This is an optimization exercise on Yosys and OpenROAD, whose aim is small area, a short achievable clock period and few clock cycles per item, not a production implementation. RTL that was checked went through simulation tests only; none was proved equivalent to the original. Power is estimated from default activity; no workload was simulated.

==> run a <==
## fusion_blend_v2
module fusion_blend_v2
#(
  parameter int PIXELS_PER_BEAT = 16,
  parameter int PIX_W           = 8,
  parameter int WGT_W           = 8,
  parameter int IMAGE_DIM       = 512
) (
  input  logic                             clk,
  input  logic                             rst,
  input  logic [1:0]                       mode,
  input  logic                             in_valid,
  output logic                             in_ready,
  input  logic [PIX_W*PIXELS_PER_BEAT-1:0] old_frame,
  input  logic [PIX_W*PIXELS_PER_BEAT-1:0] new_frame,
  input  logic [WGT_W*PIXELS_PER_BEAT-1:0] weight,
  output logic                             out_valid,
  input  logic                             out_ready,
  output logic [PIX_W*PIXELS_PER_BEAT-1:0] fused_frame,
  output logic                             out_last,
  output logic                             frame_done
);
clock: 5.5 ns
lec_check: 0
cap_margin: 20
core_margin: 2
core_utilization: 40
setup_slack_margin: 1.5
slew_margin: 20
standard.sh (not shown) runs the stock make flow with config.mk's settings and CLKGATE_MAP_FILE= SYNTH_SCRIPT=/design/flow/synth_recipe.tcl, a recipe that flattens the netlist after the stock synthesis.
==> flow/flow/run.sh <==
#!/bin/bash
# Own layout flow: the standard layout (standard.sh, unchanged synthesis and steps), with
# the port buffers that global placement inserts made plain buffers instead of the default
# delay-buffer cell. Every input and output port still gets its own buffer.
set -euo pipefail
export BUFFER_PORTS_ARGS="-buffer_cell sky130_fd_sc_hd__buf_2"
bash standard.sh > standard.log 2>&1
==> run b: changes against run a <==
Settings changed: SETUP_SLACK_MARGIN 1.5 to 2.5.
==> summary of the runs <==
- Run b passed the timing, DRC and antenna checks. Run a finished clean.
- Area after synthesis is the same in run b and run a.
- In run b the clock skew is higher than in run a, by 0.0065 ns.
- Of run a and run b, run a has the higher clock-buffer cell count (gap 11).
- Cell count: run b is larger than run a (4.7%).
- Sequential power is about the same in run a and run b.
- Register-to-register slack: run a is lower than run b (0.59 ns).
- Maximum frequency: run a is smaller than run b (about 15%).
- Of run a and run b, run b has the higher global-route usage (gap 2.2 points).
Function was not checked in any run of this note: the RTL went through the layout flow alone.

========
==> 12-25: inputs <==
Another version of the RTL of fusion_blend_v2 (not shown whole).
clock: 5.5 ns
lec_check: 0
cap_margin: 20
core_margin: 2
core_utilization: 65
cts_buf_list: sky130_fd_sc_hd__clkbuf_8
cts_cluster_size: 30
place_density: 0.72
setup_slack_margin: 2.6
slew_margin: 20
Scripts as last shown in full above: flow/flow/run.sh
==> 06-15: changes against 12-25 <==
--- a/flow/design.v
+++ b/flow/design.v
@@ -29,14 +29,14 @@
   output logic [7:0] fused
 );
   logic [7:0] deff;
   logic [7:0] pp0, pp1, pp2, pp3, pp4, pp5, pp6, pp7;
   logic [15:0] row_a, row_b, sum;
   logic [7:0] blend;
-  logic s1, c2, s3, c4, s5, c6, s7, c8, s9, c10, s11, c12, s13, c14, s15, c16, s17, c18, s19, c20, s21, c22, s23, c24, s25, c26, s27, c28, s29, c30, s31, c32, s33, c34, s35, c36, s37, c38, s39, c40, s41, c42, s43, c44, s45, c46, s47, c48, s49, c50, s51, c52, s53, c54, s55, c56, s57, c58, s59, c60, s61, c62, s63, c64, s65, c66, s67, c68, s69, c70, s71, c72, s73, c74, s104, c105, s106, c107, s108, c109, s110, c111, s112, c113, s114, c115;
-  logic r75, r76, r77, r78, r79, r80, r81, r82, r83, r84, r85, r86, r87, r88, r89, r90, r91, r92, r93, r94, r95, r96, r97, r98, r99, r100, r101, r102, r103;
+  logic s1, c2, s3, c4, s5, c6, s7, c8, s9, c10, s11, c12, s13, c14, s15, c16, s17, c18, s19, c20, s21, c22, s23, c24, s25, c26, s27, c28, s29, c30, s31, c32, s33, c34, s35, c36, s37, c38, s39, c40, s41, c42, s43, c44, s45, c46, s47, c48, s49, c50, s51, c52, s53, c54, s55, c56, s57, c58, s59, c60, s61, c62, s63, c64, s65, c66, s67, c68, s69, c70, s71, c72, s73, c74, s75, c76, s103, c104, s105, c106, s107, c108, s109, c110, s111, c112;
+  logic r77, r78, r79, r80, r81, r82, r83, r84, r85, r86, r87, r88, r89, r90, r91, r92, r93, r94, r95, r96, r97, r98, r99, r100, r101, r102;
   assign deff = d_in;
   assign pp0 = deff[0] ? y_in : x_in;
   assign pp1 = deff[1] ? y_in : x_in;
   assign pp2 = deff[2] ? y_in : x_in;
   assign pp3 = deff[3] ? y_in : x_in;
   assign pp4 = deff[4] ? y_in : x_in;
@@ -114,71 +114,68 @@
   assign s65 = (pp2[1] ^ pp3[0]) ^ s43;
   assign c66 = (pp2[1] & pp3[0]) | (s43 & (pp2[1] ^ pp3[0]));
   assign s67 = (c44 ^ s15) ^ s45;
   assign c68 = (c44 & s15) | (s45 & (c44 ^ s15));
   assign s69 = (c46 ^ s17) ^ s47;
   assign c70 = (c46 & s17) | (s47 & (c46 ^ s17));
-  assign s71 = (c42 ^ s61) ^ c60;
-  assign c72 = (c42 & s61) | (c60 & (c42 ^ s61));
-  assign s73 = (pp6[7] ^ pp7[6]) ^ c62;
-  assign c74 = (pp6[7] & pp7[6]) | (c62 & (pp6[7] ^ pp7[6]));
-  logic [4:0] low_sum;
-  assign low_sum = {1'b0, c64, s63, pp0[1], pp0[0]} + {1'b0, s65, 1'b0, pp1[0], 1'b0};
-  assign s104 = (r79 ^ r80) ^ r81;
-  assign c105 = (r79 & r80) | (r81 & (r79 ^ r80));
-  assign s106 = (r83 ^ r84) ^ r85;
-  assign c107 = (r83 & r84) | (r85 & (r83 ^ r84));
-  assign s108 = (r86 ^ r87) ^ r88;
-  assign c109 = (r86 & r87) | (r88 & (r86 ^ r87));
-  assign s110 = (r89 ^ r90) ^ r91;
-  assign c111 = (r89 & r90) | (r91 & (r89 ^ r90));
-  assign s112 = (r92 ^ r93) ^ r94;
-  assign c113 = (r92 & r93) | (r94 & (r92 ^ r93));
-  assign s114 = (r95 ^ r96) ^ r97;
-  assign c115 = (r95 & r96) | (r97 & (r95 ^ r96));
-  assign row_a = {1'b0, r101, r99, c115, c113, c111, c109, c107, c105, s104, r77, r75, 1'b0, 1'b0, 1'b0, 1'b0};
-  assign row_b = {1'b0, r102, r100, r98, s114, s112, s110, s108, s106, r82, r78, r76, 1'b0, 1'b0, 1'b0, 1'b0};
-  logic [12:0] sum_hi;
-  assign sum_hi = {row_a[15:4], 1'b1} + {row_b[15:4], r103};
-  assign sum = {sum_hi[12:1], 4'b0};
+  assign s71 = (c48 ^ s23) ^ s49;
+  assign c72 = (c48 & s23) | (s49 & (c48 ^ s23));
+  assign s73 = (c42 ^ s61) ^ c60;
+  assign c74 = (c42 & s61) | (c60 & (c42 ^ s61));
+  assign s75 = (pp6[7] ^ pp7[6]) ^ c62;
+  assign c76 = (pp6[7] & pp7[6]) | (c62 & (pp6[7] ^ pp7[6]));
+  logic [5:0] low_sum;
+  assign low_sum = {1'b0, c66, c64, s63, pp0[1], pp0[0]} + {1'b0, s67, s65, 1'b0, pp1[0], 1'b0};
+  assign s103 = (r81 ^ r82) ^ r83;
+  assign c104 = (r81 & r82) | (r83 & (r81 ^ r82));
+  assign s105 = (r85 ^ r86) ^ r87;
+  assign c106 = (r85 & r86) | (r87 & (r85 ^ r86));
+  assign s107 = (r88 ^ r89) ^ r90;
+  assign c108 = (r88 & r89) | (r90 & (r88 ^ r89));
+  assign s109 = (r91 ^ r92) ^ r93;
+  assign c110 = (r91 & r92) | (r93 & (r91 ^ r92));
+  assign s111 = (r94 ^ r95) ^ r96;
+  assign c112 = (r94 & r95) | (r96 & (r94 ^ r95));
+  assign row_a = {1'b0, r100, r98, c112, c110, c108, c106, c104, s103, r79, r77, 1'b0, 1'b0, 1'b0, 1'b0, 1'b0};
+  assign row_b = {1'b0, r101, r99, r97, s111, s109, s107, s105, r84, r80, r78, 1'b0, 1'b0, 1'b0, 1'b0, 1'b0};
+  logic [11:0] sum_hi;
+  assign sum_hi = {row_a[15:5], 1'b1} + {row_b[15:5], r102};
+  assign sum = {sum_hi[11:1], 5'b0};
   assign blend = sum[15:8];
   always_ff @(posedge clk) begin
     if (en) begin
-      r75 <= pass1 ? v[0] : c66;
-      r76 <= s67;
-      r77 <= pass1 ? v[1] : c68;
+      r77 <= pass1 ? v[0] : c68;
       r78 <= s69;
-      r79 <= pass1 ? v[2] : c48;
-      r80 <= s49;
-      r81 <= pass1 ? v[3] : s23;
-      r82 <= c70;
-      r83 <= c50;
-      r84 <= s51;
-      r85 <= pass1 ? v[4] : s27;
-      r86 <= c52;
-      r87 <= s53;
-      r88 <= s31;
-      r89 <= c54;
-      r90 <= s55;
-      r91 <= s35;
-      r92 <= c56;
-      r93 <= s57;
-      r94 <= s39;
-      r95 <= c58;
-      r96 <= s59;
-      r97 <= pass1 ? v[5] : c40;
-      r98 <= s71;
-      r99 <= c72;
-      r100 <= s73;
-      r101 <= pass1 ? v[6] : pp7[7];
-      r102 <= pass1 ? v[7] : c74;
-      r103 <= low_sum[4];
+      r79 <= c70;
+      r80 <= s71;
+      r81 <= pass1 ? v[1] : c50;
+      r82 <= s51;
+      r83 <= pass1 ? v[2] : s27;
+      r84 <= c72;
+      r85 <= c52;
+      r86 <= s53;
+      r87 <= s31;
+      r88 <= c54;
+      r89 <= s55;
+      r90 <= s35;
+      r91 <= c56;
+      r92 <= s57;
+      r93 <= pass1 ? v[3] : s39;
+      r94 <= c58;
+      r95 <= s59;
+      r96 <= pass1 ? v[4] : c40;
+      r97 <= s73;
+      r98 <= c74;
+      r99 <= pass1 ? v[5] : s75;
+      r100 <= pass1 ? v[6] : pp7[7];
+      r101 <= pass1 ? v[7] : c76;
+      r102 <= low_sum[5];
     end
   end
   logic [7:0] res;
-  assign res = pass2 ? {r102, r101, r97, r85, r81, r79, r77, r75} : blend;
+  assign res = pass2 ? {r101, r100, r99, r96, r93, r83, r81, r77} : blend;
   always_ff @(posedge clk)
     if (en) fused <= res;
 endmodule
 module fusion_blend_v2
 #(
   parameter int PIXELS_PER_BEAT = 16,
Settings changed: CAP_MARGIN 20 to 5, CORE_UTILIZATION 65 to 70, PLACE_DENSITY 0.72 to 0.76, SETUP_SLACK_MARGIN 2.6 to 2.7, SLEW_MARGIN 20 to 5.
==> notes.md <==
- Against 12-25, the first-iteration DRC count of 06-15 is larger by 6.1%.
- Of 06-15 and 12-25, 12-25 has the higher critical path depth (gap 3).
- Of 12-25 and 06-15, 12-25 has the higher sequential power (gap 5.5%, measured against 06-15).
- Of 06-15 and 12-25, 06-15 has the higher core utilization (gap 4.7 points).
- Between 12-25 and 06-15, the lower hold slack is in 06-15 (gap 0.0082 ns).
- Sequential share of layout area: 06-15 is lower than 12-25 (2.0 points).
- In 12-25 the global-route usage is lower than in 06-15, by 1.9 points.
- In 12-25 the worst setup slack is worse than in 06-15, by 0.11 ns.
- Against 12-25, the clock skew of 06-15 is higher by 0.0068 ns.
- Register-to-register slack: 06-15 is better than 12-25 (0.11 ns).
No functional check of the RTL was part of any run of this note.

========
==> exp/cedar <==
==> flow/design.v <==
package fusion_pkg;
  typedef enum logic [1:0] {
    MODE_TRUNC    = 2'd0,
    MODE_ROUND    = 2'd1,
    MODE_PASS_NEW = 2'd2,
    MODE_PASS_OLD = 2'd3
  } mode_e;
  function automatic int beats_per_frame(input int image_dim, input int pixels_per_beat);
    beats_per_frame = (image_dim * image_dim) / pixels_per_beat;
  endfunction
  function automatic int cnt_width(input int n);
    cnt_width = (n > 1) ? $clog2(n) : 1;
  endfunction
endpackage
module fusion_lane
(
  input  logic       clk,
  input  logic       en,           
  input  logic       frc_one,      
  input  logic       frc_zero,     
  input  logic       c_half,       
  input  logic       c_pass,       
  input  logic       sel_y,        
  input  logic       sel_x,        
  input  logic       pass2,        
  input  logic [7:0] x_in,
  input  logic [7:0] y_in,
  input  logic [7:0] d_in,
  output logic [7:0] fused
);
  logic [7:0] deff;
  logic [7:0] pp0, pp1, pp2, pp3, pp4, pp5, pp6, pp7;
  logic [15:0] row_a, row_b, sum;
  logic [7:0] blend;
  logic s1, c2, s3, c4, s5, c6, s7, c8, s9, c10, s11, c12, s13, c14, s15, c16, s17, c18, s19, c20, s21, c22, s23, c24, s25, c26, s27, c28, s29, c30, s31, c32, s33, c34, s35, c36, s37, c38, s39, c40, s41, c42, s43, c44, s45, c46, s47, c48, s49, c50, s51, c52, s53, c54, s55, c56, s57, c58, s59, c60, s61, c62, s63, c64, s65, c66, s67, c68, s69, c70, s71, c72, s73, c74, s75, c76, s101, c102, s103, c104, s105, c106, s107, c108, s109, c110;
  logic r77, r78, r79, r80, r81, r82, r83, r84, r85, r86, r87, r88, r89, r90, r91, r92, r93, r94, r95, r96, r97, r98, r99, r100;
  assign deff = d_in;
  assign pp0 = deff[0] ? y_in : x_in;
  assign pp1 = deff[1] ? y_in : x_in;
  assign pp2 = deff[2] ? y_in : x_in;
  assign pp3 = deff[3] ? y_in : x_in;
  assign pp4 = deff[4] ? y_in : x_in;
  assign pp5 = deff[5] ? y_in : x_in;
  assign pp6 = deff[6] ? y_in : x_in;
  assign pp7 = deff[7] ? y_in : x_in;
  logic pass1;
  logic [7:0] v;
  assign pass1 = sel_x | sel_y;
  assign v = sel_x ? x_in : y_in;
  assign s1 = pp0[6] ^ pp1[5];
  assign c2 = pp0[6] & pp1[5];
  assign s3 = (c_half ^ pp0[7]) ^ pp1[6];
  assign c4 = (c_half & pp0[7]) | (pp1[6] & (c_half ^ pp0[7]));
  assign s5 = (pp2[5] ^ pp3[4]) ^ pp4[3];
  assign c6 = (pp2[5] & pp3[4]) | (pp4[3] & (pp2[5] ^ pp3[4]));
  assign s7 = pp5[2] ^ pp6[1];
  assign c8 = pp5[2] & pp6[1];
  assign s9 = (pp1[7] ^ pp2[6]) ^ pp3[5];
  assign c10 = (pp1[7] & pp2[6]) | (pp3[5] & (pp1[7] ^ pp2[6]));
  assign s11 = (pp4[4] ^ pp5[3]) ^ pp6[2];
  assign c12 = (pp4[4] & pp5[3]) | (pp6[2] & (pp4[4] ^ pp5[3]));
  assign s13 = (pp2[7] ^ pp3[6]) ^ pp4[5];
  assign c14 = (pp2[7] & pp3[6]) | (pp4[5] & (pp2[7] ^ pp3[6]));
  assign s15 = pp0[4] ^ pp1[3];
  assign c16 = pp0[4] & pp1[3];
  assign s17 = (pp0[5] ^ pp1[4]) ^ pp2[3];
  assign c18 = (pp0[5] & pp1[4]) | (pp2[3] & (pp0[5] ^ pp1[4]));
  assign s19 = pp3[2] ^ pp4[1];
  assign c20 = pp3[2] & pp4[1];
  assign s21 = (pp2[4] ^ pp3[3]) ^ pp4[2];
  assign c22 = (pp2[4] & pp3[3]) | (pp4[2] & (pp2[4] ^ pp3[3]));
  assign s23 = (pp5[1] ^ pp6[0]) ^ s1;
  assign c24 = (pp5[1] & pp6[0]) | (s1 & (pp5[1] ^ pp6[0]));
  assign s25 = (pp7[0] ^ c2) ^ s7;
  assign c26 = (pp7[0] & c2) | (s7 & (pp7[0] ^ c2));
  assign s27 = s3 ^ s5;
  assign c28 = s3 & s5;
  assign s29 = (pp7[1] ^ c8) ^ c4;
  assign c30 = (pp7[1] & c8) | (c4 & (pp7[1] ^ c8));
  assign s31 = (c6 ^ s9) ^ s11;
  assign c32 = (c6 & s9) | (s11 & (c6 ^ s9));
  assign s33 = (pp5[4] ^ pp6[3]) ^ pp7[2];
  assign c34 = (pp5[4] & pp6[3]) | (pp7[2] & (pp5[4] ^ pp6[3]));
  assign s35 = (c10 ^ c12) ^ s13;
  assign c36 = (c10 & c12) | (s13 & (c10 ^ c12));
  assign s37 = (pp3[7] ^ pp4[6]) ^ pp5[5];
  assign c38 = (pp3[7] & pp4[6]) | (pp5[5] & (pp3[7] ^ pp4[6]));
  assign s39 = (pp6[4] ^ pp7[3]) ^ c14;
  assign c40 = (pp6[4] & pp7[3]) | (c14 & (pp6[4] ^ pp7[3]));
  assign s41 = (pp4[7] ^ pp5[6]) ^ pp6[5];
  assign c42 = (pp4[7] & pp5[6]) | (pp6[5] & (pp4[7] ^ pp5[6]));
  assign s43 = pp0[3] ^ pp1[2];
  assign c44 = pp0[3] & pp1[2];
  assign s45 = (pp2[2] ^ pp3[1]) ^ pp4[0];
  assign c46 = (pp2[2] & pp3[1]) | (pp4[0] & (pp2[2] ^ pp3[1]));
  assign s47 = (pp5[0] ^ c16) ^ s19;
  assign c48 = (pp5[0] & c16) | (s19 & (pp5[0] ^ c16));
  assign s49 = (c20 ^ c18) ^ s21;
  assign c50 = (c20 & c18) | (s21 & (c20 ^ c18));
  assign s51 = (c22 ^ c24) ^ s25;
  assign c52 = (c22 & c24) | (s25 & (c22 ^ c24));
  assign s53 = (c26 ^ c28) ^ s29;
  assign c54 = (c26 & c28) | (s29 & (c26 ^ c28));
  assign s55 = (s33 ^ c30) ^ c32;
  assign c56 = (s33 & c30) | (c32 & (s33 ^ c30));
  assign s57 = (c34 ^ s37) ^ c36;
  assign c58 = (c34 & s37) | (c36 & (c34 ^ s37));
  assign s59 = (pp7[4] ^ c38) ^ s41;
  assign c60 = (pp7[4] & c38) | (s41 & (pp7[4] ^ c38));
  assign s61 = (pp5[7] ^ pp6[6]) ^ pp7[5];
  assign c62 = (pp5[7] & pp6[6]) | (pp7[5] & (pp5[7] ^ pp6[6]));
  assign s63 = (pp0[2] ^ pp1[1]) ^ pp2[0];
  assign c64 = (pp0[2] & pp1[1]) | (pp2[0] & (pp0[2] ^ pp1[1]));
  assign s65 = (pp2[1] ^ pp3[0]) ^ s43;
  assign c66 = (pp2[1] & pp3[0]) | (s43 & (pp2[1] ^ pp3[0]));
  assign s67 = (c44 ^ s15) ^ s45;
  assign c68 = (c44 & s15) | (s45 & (c44 ^ s15));
  assign s69 = (c46 ^ s17) ^ s47;
  assign c70 = (c46 & s17) | (s47 & (c46 ^ s17));
  assign s71 = (c48 ^ s23) ^ s49;
  assign c72 = (c48 & s23) | (s49 & (c48 ^ s23));
  assign s73 = (c42 ^ s61) ^ c60;
  assign c74 = (c42 & s61) | (c60 & (c42 ^ s61));
  assign s75 = (pp6[7] ^ pp7[6]) ^ c62;
  assign c76 = (pp6[7] & pp7[6]) | (c62 & (pp6[7] ^ pp7[6]));
  logic [6:0] low_sum;
  assign low_sum = {1'b0, c68, c66, c64, s63, pp0[1], pp0[0]} + {1'b0, s69, s67, s65, 1'b0, pp1[0], 1'b0};
  assign s101 = (r79 ^ r80) ^ r81;
  assign c102 = (r79 & r80) | (r81 & (r79 ^ r80));
  assign s103 = (r83 ^ r84) ^ r85;
  assign c104 = (r83 & r84) | (r85 & (r83 ^ r84));
  assign s105 = (r86 ^ r87) ^ r88;
  assign c106 = (r86 & r87) | (r88 & (r86 ^ r87));
  assign s107 = (r89 ^ r90) ^ r91;
  assign c108 = (r89 & r90) | (r91 & (r89 ^ r90));
  assign s109 = (r92 ^ r93) ^ r94;
  assign c110 = (r92 & r93) | (r94 & (r92 ^ r93));
  assign row_a = {1'b0, r98, r96, c110, c108, c106, c104, c102, s101, r77, 1'b0, 1'b0, 1'b0, 1'b0, 1'b0, 1'b0};
  assign row_b = {1'b0, r99, r97, r95, s109, s107, s105, s103, r82, r78, 1'b0, 1'b0, 1'b0, 1'b0, 1'b0, 1'b0};
  logic [10:0] sum_hi;
  assign sum_hi = {row_a[15:6], 1'b1} + {row_b[15:6], r100};
  assign sum = {sum_hi[10:1], 6'b0};
  assign blend = sum[15:8];
  always_ff @(posedge clk) begin
    if (en) begin
      r77 <= c70;
      r78 <= s71;
      r79 <= pass1 ? v[0] : c50;
      r80 <= s51;
      r81 <= pass1 ? v[1] : s27;
      r82 <= c72;
      r83 <= c52;
      r84 <= s53;
      r85 <= pass1 ? v[2] : s31;
      r86 <= c54;
      r87 <= s55;
      r88 <= s35;
      r89 <= c56;
      r90 <= s57;
      r91 <= pass1 ? v[3] : s39;
      r92 <= c58;
      r93 <= s59;
      r94 <= pass1 ? v[4] : c40;
      r95 <= s73;
      r96 <= c74;
      r97 <= pass1 ? v[5] : s75;
      r98 <= pass1 ? v[6] : pp7[7];
      r99 <= pass1 ? v[7] : c76;
      r100 <= low_sum[6];
    end
  end
  logic [7:0] res;
  assign res = pass2 ? {r99, r98, r97, r94, r91, r85, r81, r79} : blend;
  always_ff @(posedge clk)
    if (en) fused <= res;
endmodule
module fusion_blend_v2
#(
  parameter int PIXELS_PER_BEAT = 16,
  parameter int PIX_W           = 8,
  parameter int WGT_W           = 8,
  parameter int IMAGE_DIM       = 512
) (
  input  logic                             clk,
  input  logic                             rst,
  input  logic [1:0]                       mode,
  input  logic                             in_valid,
  output logic                             in_ready,
  input  logic [PIX_W*PIXELS_PER_BEAT-1:0] old_frame,
  input  logic [PIX_W*PIXELS_PER_BEAT-1:0] new_frame,
  input  logic [WGT_W*PIXELS_PER_BEAT-1:0] weight,
  output logic                             out_valid,
  input  logic                             out_ready,
  output logic [PIX_W*PIXELS_PER_BEAT-1:0] fused_frame,
  output logic                             out_last,
  output logic                             frame_done
);
  localparam int BPF   = fusion_pkg::beats_per_frame(IMAGE_DIM, PIXELS_PER_BEAT);
  localparam int CNT_W = fusion_pkg::cnt_width(BPF);
  localparam logic [CNT_W-1:0] LAST_IDX = CNT_W'(BPF - 1);
  localparam int NST = 2;    
  localparam bit PASSMUX = 1;
  logic             en, acc, out_hs, first_beat, is_last, hold0;
  logic             mode_ok_q, mode_ok_d, first_q, first_d, hold0_q;
  logic [NST-1:0]   v_q, last_q;
  logic             done_q;
  logic [CNT_W-1:0] cnt_q;
  assign en     = !v_q[NST-1] || out_ready;
  assign out_hs = v_q[NST-1] && out_ready;
  assign is_last = (cnt_q == LAST_IDX);
  assign first_beat = first_q;
  assign hold0      = hold0_q;
  assign in_ready   = en && !hold0;
  assign acc        = in_valid && in_ready;
  always_comb begin
    first_d   = first_q;
    mode_ok_d = mode_ok_q;
    if (in_valid && hold0) mode_ok_d = 1'b1;
    if (acc) begin
      first_d = is_last;
      if (first_beat) mode_ok_d = 1'b0;
    end
  end
  always_ff @(posedge clk) begin
    if (rst) begin
      mode_ok_q <= 1'b0;
      first_q   <= 1'b1;
      hold0_q   <= 1'b1;
      cnt_q     <= '0;
      v_q       <= '0;
      done_q    <= 1'b0;
    end else begin
      mode_ok_q <= mode_ok_d;
      first_q   <= first_d;
      hold0_q   <= first_d && !mode_ok_d;
      if (acc) cnt_q <= is_last ? '0 : cnt_q + CNT_W'(1);
      if (en) v_q <= NST'({v_q, in_valid && !hold0});
      done_q <= out_hs && last_q[NST-1];
    end
  end
  always_ff @(posedge clk)
    if (en) last_q <= NST'({last_q, is_last});
  logic p_new, p_old, c_half, c_pass, frc_one, frc_zero, sel_x, sel_y;
  always_ff @(posedge clk) begin
    if (rst) begin
      p_new    <= 1'b0;
      p_old    <= 1'b0;
      c_half   <= 1'b0;
      c_pass   <= 1'b0;
    end else if (in_valid && hold0) begin
      p_new    <= (mode == 2'd2);
      p_old    <= (mode == 2'd3);
      c_half   <= PASSMUX ? (mode == 2'd1) : (mode != 2'd0);
      c_pass   <= !PASSMUX && mode[1];
    end
  end
  assign frc_one  = !PASSMUX && p_new;
  assign frc_zero = !PASSMUX && p_old;
  assign sel_y    = PASSMUX && p_new;
  assign sel_x    = PASSMUX && p_old;
  logic pass2_q;
  always_ff @(posedge clk)
    if (en) pass2_q <= p_new || p_old;
  for (genvar i = 0; i < PIXELS_PER_BEAT; i++) begin : g_lane
    fusion_lane u_lane (
      .clk      (clk),
      .en       (en),
      .frc_one  (frc_one),
      .frc_zero (frc_zero),
      .c_half   (c_half),
      .c_pass   (c_pass),
      .sel_y    (sel_y),
      .sel_x    (sel_x),
      .pass2    (pass2_q),
      .x_in     (old_frame[i*PIX_W +: PIX_W]),
      .y_in     (new_frame[i*PIX_W +: PIX_W]),
      .d_in     (weight[i*WGT_W +: WGT_W]),
      .fused    (fused_frame[i*PIX_W +: PIX_W])
    );
  end
  assign out_valid  = v_q[NST-1];
  assign out_last   = last_q[NST-1];
  assign frame_done = done_q;
endmodule
==> flow/flow/run.sh <==
#!/bin/bash
# Own layout flow: the standard layout (standard.sh, unchanged synthesis and steps), with
# the port buffers that global placement inserts made plain buffers instead of the default
# delay-buffer cell. Every input and output port still gets its own buffer.
set -euo pipefail
export BUFFER_PORTS_ARGS="-buffer_cell sky130_fd_sc_hd__buf_2"
bash standard.sh > standard.log 2>&1
==> flow/standard.sh <==
#!/bin/bash
# synth_recipe.tcl (not shown) runs the flow's synth.tcl, then flattens the netlist and writes it again
# the make line also repeats each setting of config.mk as NAME=value (left out here)
make -C /OpenROAD-flow-scripts/flow DESIGN_CONFIG=/design/flow/config.mk WORK_HOME=/design/flow/orfs CLKGATE_MAP_FILE= SYNTH_SCRIPT=/design/flow/synth_recipe.tcl "${@:-finish}"
==> flow/config.mk <==
export PLATFORM = sky130hd
export DESIGN_NAME = fusion_blend_v2
export DESIGN_NICKNAME = fusion_blend_v2
export VERILOG_FILES = /design/flow/design.v
export SDC_FILE = /design/flow/constraint.sdc
export NUM_CORES = 4
export LEC_CHECK = 0
export CAP_MARGIN = 5
export CORE_MARGIN = 2
export CORE_UTILIZATION = 70
export CTS_BUF_LIST = sky130_fd_sc_hd__clkbuf_8
export CTS_CLUSTER_SIZE = 30
export PLACE_DENSITY = 0.76
export SETUP_SLACK_MARGIN = 2.7
export SLEW_MARGIN = 5
==> flow/constraint.sdc <==
create_clock -name core_clock -period 5.5 [get_ports {clk}]
set_input_delay 1.1000 -clock core_clock [delete_from_list [all_inputs] [get_ports {clk}]]
set_output_delay 1.1000 -clock core_clock [all_outputs]
set_load 0.01 [all_outputs]
==> exp/quartz (differences from exp/cedar) <==
--- a/flow/design.v
+++ b/flow/design.v
@@ -33,6 +33,6 @@
   logic [15:0] row_a, row_b, sum;
   logic [7:0] blend;
-  logic s1, c2, s3, c4, s5, c6, s7, c8, s9, c10, s11, c12, s13, c14, s15, c16, s17, c18, s19, c20, s21, c22, s23, c24, s25, c26, s27, c28, s29, c30, s31, c32, s33, c34, s35, c36, s37, c38, s39, c40, s41, c42, s43, c44, s45, c46, s47, c48, s49, c50, s51, c52, s53, c54, s55, c56, s57, c58, s59, c60, s61, c62, s63, c64, s65, c66, s67, c68, s69, c70, s71, c72, s73, c74, s75, c76, s101, c102, s103, c104, s105, c106, s107, c108, s109, c110;
-  logic r77, r78, r79, r80, r81, r82, r83, r84, r85, r86, r87, r88, r89, r90, r91, r92, r93, r94, r95, r96, r97, r98, r99, r100;
+  logic s1, c2, s3, c4, s5, c6, s7, c8, s9, c10, s11, c12, s13, c14, s15, c16, s17, c18, s19, c20, s21, c22, s23, c24, s25, c26, s27, c28, s29, c30, s31, c32, s33, c34, s35, c36, s37, c38, s39, c40, s41, c42, s43, c44, s45, c46, s47, c48, s49, c50, s51, c52, s53, c54, s55, c56, s57, c58, s59, c60, s61, c62, s63, c64, s65, c66, s67, c68, s69, c70, s71, c72, s73, c74, s102, c103, s104, c105, s106, c107, s108, c109, s110, c111, s112, c113;
+  logic r75, r76, r77, r78, r79, r80, r81, r82, r83, r84, r85, r86, r87, r88, r89, r90, r91, r92, r93, r94, r95, r96, r97, r98, r99, r100, r101;
   assign deff = d_in;
   assign pp0 = deff[0] ? y_in : x_in;
@@ -118,58 +118,61 @@
   assign s69 = (c46 ^ s17) ^ s47;
   assign c70 = (c46 & s17) | (s47 & (c46 ^ s17));
-  assign s71 = (c48 ^ s23) ^ s49;
-  assign c72 = (c48 & s23) | (s49 & (c48 ^ s23));
-  assign s73 = (c42 ^ s61) ^ c60;
-  assign c74 = (c42 & s61) | (c60 & (c42 ^ s61));
-  assign s75 = (pp6[7] ^ pp7[6]) ^ c62;
-  assign c76 = (pp6[7] & pp7[6]) | (c62 & (pp6[7] ^ pp7[6]));
-  logic [6:0] low_sum;
-  assign low_sum = {1'b0, c68, c66, c64, s63, pp0[1], pp0[0]} + {1'b0, s69, s67, s65, 1'b0, pp1[0], 1'b0};
-  assign s101 = (r79 ^ r80) ^ r81;
-  assign c102 = (r79 & r80) | (r81 & (r79 ^ r80));
-  assign s103 = (r83 ^ r84) ^ r85;
-  assign c104 = (r83 & r84) | (r85 & (r83 ^ r84));
-  assign s105 = (r86 ^ r87) ^ r88;
-  assign c106 = (r86 & r87) | (r88 & (r86 ^ r87));
-  assign s107 = (r89 ^ r90) ^ r91;
-  assign c108 = (r89 & r90) | (r91 & (r89 ^ r90));
-  assign s109 = (r92 ^ r93) ^ r94;
-  assign c110 = (r92 & r93) | (r94 & (r92 ^ r93));
-  assign row_a = {1'b0, r98, r96, c110, c108, c106, c104, c102, s101, r77, 1'b0, 1'b0, 1'b0, 1'b0, 1'b0, 1'b0};
-  assign row_b = {1'b0, r99, r97, r95, s109, s107, s105, s103, r82, r78, 1'b0, 1'b0, 1'b0, 1'b0, 1'b0, 1'b0};
-  logic [10:0] sum_hi;
-  assign sum_hi = {row_a[15:6], 1'b1} + {row_b[15:6], r100};
-  assign sum = {sum_hi[10:1], 6'b0};
+  assign s71 = (c42 ^ s61) ^ c60;
+  assign c72 = (c42 & s61) | (c60 & (c42 ^ s61));
+  assign s73 = (pp6[7] ^ pp7[6]) ^ c62;
+  assign c74 = (pp6[7] & pp7[6]) | (c62 & (pp6[7] ^ pp7[6]));
+  logic [5:0] low_sum;
+  assign low_sum = {1'b0, c66, c64, s63, pp0[1], pp0[0]} + {1'b0, s67, s65, 1'b0, pp1[0], 1'b0};
+  assign s102 = (r77 ^ r78) ^ r79;
+  assign c103 = (r77 & r78) | (r79 & (r77 ^ r78));
+  assign s104 = (r81 ^ r82) ^ r83;
+  assign c105 = (r81 & r82) | (r83 & (r81 ^ r82));
+  assign s106 = (r84 ^ r85) ^ r86;
+  assign c107 = (r84 & r85) | (r86 & (r84 ^ r85));
+  assign s108 = (r87 ^ r88) ^ r89;
+  assign c109 = (r87 & r88) | (r89 & (r87 ^ r88));
+  assign s110 = (r90 ^ r91) ^ r92;
+  assign c111 = (r90 & r91) | (r92 & (r90 ^ r91));
+  assign s112 = (r93 ^ r94) ^ r95;
+  assign c113 = (r93 & r94) | (r95 & (r93 ^ r94));
+  assign row_a = {1'b0, r99, r97, c113, c111, c109, c107, c105, c103, s102, r75, 1'b0, 1'b0, 1'b0, 1'b0, 1'b0};
+  assign row_b = {1'b0, r100, r98, r96, s112, s110, s108, s106, s104, r80, r76, 1'b0, 1'b0, 1'b0, 1'b0, 1'b0};
+  logic [11:0] sum_hi;
+  assign sum_hi = {row_a[15:5], 1'b1} + {row_b[15:5], r101};
+  assign sum = {sum_hi[11:1], 5'b0};
   assign blend = sum[15:8];
   always_ff @(posedge clk) begin
     if (en) begin
-      r77 <= c70;
-      r78 <= s71;
-      r79 <= pass1 ? v[0] : c50;
-      r80 <= s51;
-      r81 <= pass1 ? v[1] : s27;
-      r82 <= c72;
-      r83 <= c52;
-      r84 <= s53;
-      r85 <= pass1 ? v[2] : s31;
-      r86 <= c54;
-      r87 <= s55;
-      r88 <= s35;
-      r89 <= c56;
-      r90 <= s57;
-      r91 <= pass1 ? v[3] : s39;
-      r92 <= c58;
-      r93 <= s59;
-      r94 <= pass1 ? v[4] : c40;
-      r95 <= s73;
-      r96 <= c74;
-      r97 <= pass1 ? v[5] : s75;
-      r98 <= pass1 ? v[6] : pp7[7];
-      r99 <= pass1 ? v[7] : c76;
-      r100 <= low_sum[6];
+      r75 <= pass1 ? v[0] : c68;
+      r76 <= s69;
+      r77 <= pass1 ? v[1] : c48;
+      r78 <= s49;
+      r79 <= pass1 ? v[2] : s23;
+      r80 <= c70;
+      r81 <= pass1 ? v[3] : c50;
+      r82 <= s51;
+      r83 <= pass1 ? v[4] : s27;
+      r84 <= c52;
+      r85 <= s53;
+      r86 <= s31;
+      r87 <= c54;
+      r88 <= s55;
+      r89 <= s35;
+      r90 <= c56;
+      r91 <= s57;
+      r92 <= s39;
+      r93 <= c58;
+      r94 <= s59;
+      r95 <= pass1 ? v[5] : c40;
+      r96 <= s71;
+      r97 <= c72;
+      r98 <= s73;
+      r99 <= pass1 ? v[6] : pp7[7];
+      r100 <= pass1 ? v[7] : c74;
+      r101 <= low_sum[5];
     end
   end
   logic [7:0] res;
-  assign res = pass2 ? {r99, r98, r97, r94, r91, r85, r81, r79} : blend;
+  assign res = pass2 ? {r100, r99, r95, r83, r81, r79, r77, r75} : blend;
   always_ff @(posedge clk)
     if (en) fused <= res;
Settings changed: CAP_MARGIN 5 to 20, CORE_UTILIZATION 70 to 65, PLACE_DENSITY 0.76 to 0.72, SETUP_SLACK_MARGIN 2.7 to 2.6, SLEW_MARGIN 5 to 20.
==> notes.md <==
exp/cedar completed without violations. exp/quartz finished clean.
Against exp/cedar, the die area of exp/quartz is higher by about 8%.
Of exp/cedar and exp/quartz, exp/quartz has the higher cell count (gap 0.35%, measured against exp/quartz).
Of exp/cedar and exp/quartz, exp/quartz has the higher routed wire length (gap about 0.23%, measured against exp/quartz).
Between exp/quartz and exp/cedar, the lower via count is in exp/quartz (gap 5.4%, measured against exp/cedar).
In area after synthesis, exp/cedar and exp/quartz hardly differ.
Of exp/cedar and exp/quartz, exp/quartz has the higher hold slack (gap 0.0020 ns).
In exp/quartz the count of clock-buffer cells in the layout is higher than in exp/cedar, by 8.
Against exp/cedar, the first-iteration DRC count of exp/quartz is smaller by 21%.
In exp/cedar the non-clock buffer count is lower than in exp/quartz, by 7.
Design area: exp/quartz is smaller than exp/cedar (about 0.6%).
==> figures <==
metric	exp/cedar	exp/quartz
Run status	complete, no violations	complete, no violations
Layout cells sized above 1	0.234	0.247
Total global-route track usage	0.322	0.298
Effective utilization at floorplan	0.709	0.657
Sequential cell power	7.96 mW	8.48 mW
Global-route track usage on met1	0.426	0.400
Clock latency at the later pin of the worst-skew pair	0.70 ns	0.72 ns
GR met2 Demand/Resource	0.530	0.480
Resized cells post-CTS	59	9
Final cycle utilization of the critical path	0.514	0.518
DRT met1 WL	52.8 mm	53.9 mm
Worst Setup EP	g_lane[0].u_lane.r100	g_lane[6].u_lane.fused[6]
Number of violations reported at the end of detailed-routing iteration 0	2415	1904
Height of the die	284 um	295 um
Inverters	681	663
Critical path peak fanout	8	4
Fin area	60800 sq um	60400 sq um
Clock group total power	3.59 mW	4.10 mW
Die span in x	284 um	295 um
Worst Tran Pin Value	1.15 ns	1.07 ns
GP Congestion	0.930	0.911
Number of cells on the critical path	8	7
Testbench counts of exp/quartz, summed over its fixed seeds: cycles 65,548, items 65,536.
Function not checked in exp/cedar: the RTL went through the layout flow alone.

separate check: timing with driven ports:
The results above use ideal ports. As a check the final layouts listed here were re-extracted and re-timed, cells and wires unchanged.
Step 1: set_driving_cell puts a clkbuf_16 on clk and a buf_2 on each other input, an assumption about the parent block.
Step 2, shift: input delay + t, output delay - t, t = (earliest + latest rising clock arrival at the registers) / 2. This alone moves slack from input paths to output paths.
Three values: ideal ports, drivers, drivers and shift; two values: the first two.
run	t, ns	setup slack, ns	worst slew at a driven data input, ns	pins driven straight from the clock port
run a	0.758	1.562 / 1.562 / 1.562	0.18	1
run b	0.780	2.148 / 2.148 / 2.002	0.28	1
12-25	0.800	2.603 / 2.603 / 2.105	0.15	1
06-15	0.752	2.709 / 2.693 / 1.942	0.14	1
exp/cedar	0.754	2.674 / 2.622 / 1.867	0.18	1
exp/quartz	0.772	2.651 / 2.651 / 1.996	0.16	1
After both steps every run listed still meets setup and hold. For exp/cedar, which loses most, drivers alone change the setup slack by -0.052 ns; drivers and shift together by -0.807 ns.
